What follows belongs to an exercise in optimizing a design on an open flow for small area; a production flow would make more cautious choices. Function was checked by simulation only, so behaviour that the tests miss may differ from the original. No activity file was given, so power comes from the tool's default toggle rates. No driver is modelled on the clock port, so clocking that relies on it looks cheaper here than on a real chip.

== rev 12 ==
Design mips_pipe, start of the top module:
module mips_pipe (
   input  logic        clk,
   input  logic        rst_n,
   output logic [31:0] imem_addr_o,
   input  logic [31:0] imem_data_i,
   output logic        dmem_re_o,
   output logic        dmem_we_o,
   output logic [31:0] dmem_addr_o,
   output logic [31:0] dmem_wdata_o,
   input  logic [31:0] dmem_rdata_i
);
   logic [2:0]  ph;         
   logic [29:0] pc;         
   logic        cy;         
   logic        eqf;        
   logic        wb_en;      
   logic [4:0]  wb_dest_n;   
   logic [4:0]  wb_dest;
   logic [31:0] rsr;        
   logic [27:0] dsr;        
   logic [7:0] phs;
   logic [2:0] ph_n;
   phase_ctr u_ph (.rst(!rst_n), .ph(ph), .ph_n(ph_n), .phs(phs));
   wire [31:0] ins = imem_data_i;
   wire [5:0]  op  = ins[31:26];
   wire [5:0]  fn  = ins[5:0];
   wire [4:0]  rs  = ins[25:21];
   wire [4:0]  rt  = ins[20:16];
   wire [4:0]  rd  = ins[15:11];
   wire is_r    = (op == 6'h00);
   wire is_addi = (op == 6'h08);
   wire is_lw   = (op == 6'h23);
   wire is_sw   = (op == 6'h2b);
   wire is_beq  = (op == 6'h04);
   wire f_add   = (fn == 6'h20);
   wire f_sub   = (fn == 6'h22);
   wire f_and   = (fn == 6'h24);
   wire f_or    = (fn == 6'h25);
   wire f_slt   = (fn == 6'h2a);
   wire r_ok    = is_r & (f_add | f_sub | f_and | f_or | f_slt);
   wire do_sub  = is_r & (f_sub | f_slt);
   wire do_and  = is_r & f_and;
   wire do_or   = is_r & f_or;
   wire do_slt  = is_r & f_slt;
  ...
Size in the first run: roughly 1800 cells after synthesis, about 1100 flip-flops, ~0.027 sq mm of cells after synthesis.
export LEC_CHECK = 0
export CAP_MARGIN = 20
export CORE_MARGIN = 2
export CORE_UTILIZATION = 60
export PLACE_DENSITY = 0.8
export SLEW_MARGIN = 20
export SYNTH_HIERARCHICAL = 1
create_clock -name core_clock -period 10.0 [get_ports {clk}]
standard.sh (not shown) runs the stock make flow with config.mk's settings and CLKGATE_MAP_FILE= SYNTH_SCRIPT=/design/flow/synth_recipe.tcl, a recipe that flattens the netlist after the stock synthesis.
==> flow/flow/run.sh <==
#!/bin/bash
set -euo pipefail
bash standard.sh \
   "BUFFER_PORTS_ARGS=-buffer_cell sky130_fd_sc_hd__buf_1" \
   "CTS_ARGS=-sink_clustering_enable -repair_clock_nets -buf_list sky130_fd_sc_hd__clkbuf_8 -root_buf sky130_fd_sc_hd__clkbuf_2 -sink_clustering_size 20 -sink_clustering_max_diameter 60 -dont_use_dummy_load" \
   finish > standard.log 2>&1
Input changes introduced in rev 13 (baseline for comparison: rev 12):
Settings: a deleted PLACE_DENSITY that had been 0.8.
### Flow results
The final worst slack reported for rev 13 is smaller than that of rev 12 by 140 ps.
Delta (rev 13 minus rev 12): global routing met2 resource utilization -6.0 points; clock group share of total power level.


main:
mips_pipe, a different RTL version from the one above (not shown whole).
Size: roughly 160 I/O pins.
==> flow/config.mk <==
export PLATFORM = sky130hd
export DESIGN_NAME = mips_pipe
export DESIGN_NICKNAME = mips_pipe
export VERILOG_FILES = /design/flow/design.v
export SDC_FILE = /design/flow/constraint.sdc
export NUM_CORES = 4
export LEC_CHECK = 0
export CAP_MARGIN = 20
export CORE_MARGIN = 2
export CORE_UTILIZATION = 60
export SLEW_MARGIN = 20
export SYNTH_HIERARCHICAL = 1
==> flow/constraint.sdc <==
create_clock -name core_clock -period 10.0 [get_ports {clk}]
set_input_delay 2.0000 -clock core_clock [delete_from_list [all_inputs] [get_ports {clk}]]
set_output_delay 2.0000 -clock core_clock [all_outputs]
set_load 0.01 [all_outputs]
==> flow/flow/run.sh <==
#!/bin/bash
set -euo pipefail
bash standard.sh \
   "BUFFER_PORTS_ARGS=-buffer_cell sky130_fd_sc_hd__buf_1" \
   "CTS_ARGS=-sink_clustering_enable -repair_clock_nets -buf_list sky130_fd_sc_hd__clkbuf_16 -sink_clustering_size 30 -sink_clustering_max_diameter 100 -dont_use_dummy_load" \
   finish > standard.log 2>&1
No stage failed in main, and the final checks on the layout all came back clean.
## Diff of input files: the feature branch against main
Settings: SLEW_MARGIN: 20 -> 0; CAP_MARGIN: 20 -> 0.
--- outcome ---
The flow did not stop early for the feature branch: all stages ran, and the layout cleared the timing, design-rule and antenna checks.
Per the comparison of the feature branch with main, timing-limited maximum frequency saw little to no change; highest cell delay on the worst timing path about even.
From the feature branch to main, sequential element share of the synthesized area did not move at all.
On power, main tracks the feature branch almost exactly.
Status: power density over the cells parity (main, the feature branch)

port drivers added, routing unchanged:
No port has a modelled driver above. Below, the same layouts with a new extraction and two added sets of constraints.
Step 1 sets driving cells, clkbuf_16 on the clock port and buf_2 on the other inputs (assumed; they add their load-dependent delay and slew).
Step 2 also shifts input and output timing later by t, the mid clock arrival at the registers, as if the neighbouring blocks saw the same clock.
Three values: ideal ports, drivers, drivers and shift; two values: the first two.
| run | shift t [ns] | slack for setup (ns) | hold WS [ns] | worst setup path at the end | worst data-port slew with drivers (ns) |
|---|---|---|---|---|---|
| rev 12 | 1.059 | 0.867 / 0.810 / 0.948 | 0.248 / 0.248 / 0.248 | input to output | 0.09 |
| rev 13 | 1.076 | 0.731 / 0.675 / 0.922 | 0.176 / 0.176 / 0.176 | input to output | 0.10 |
| main | 0.637 | 1.110 / 1.087 / 1.087 | 0.304 / 0.304 / 0.304 | input to output | 0.09 |
| the feature branch | 0.639 | 1.112 / 1.090 / 1.090 | 0.304 / 0.304 / 0.304 | input to output | 0.09 |
After both steps every run listed still meets setup and hold. For main, which loses most, drivers alone change the setup slack by -0.023 ns; drivers and shift together by -0.023 ns.
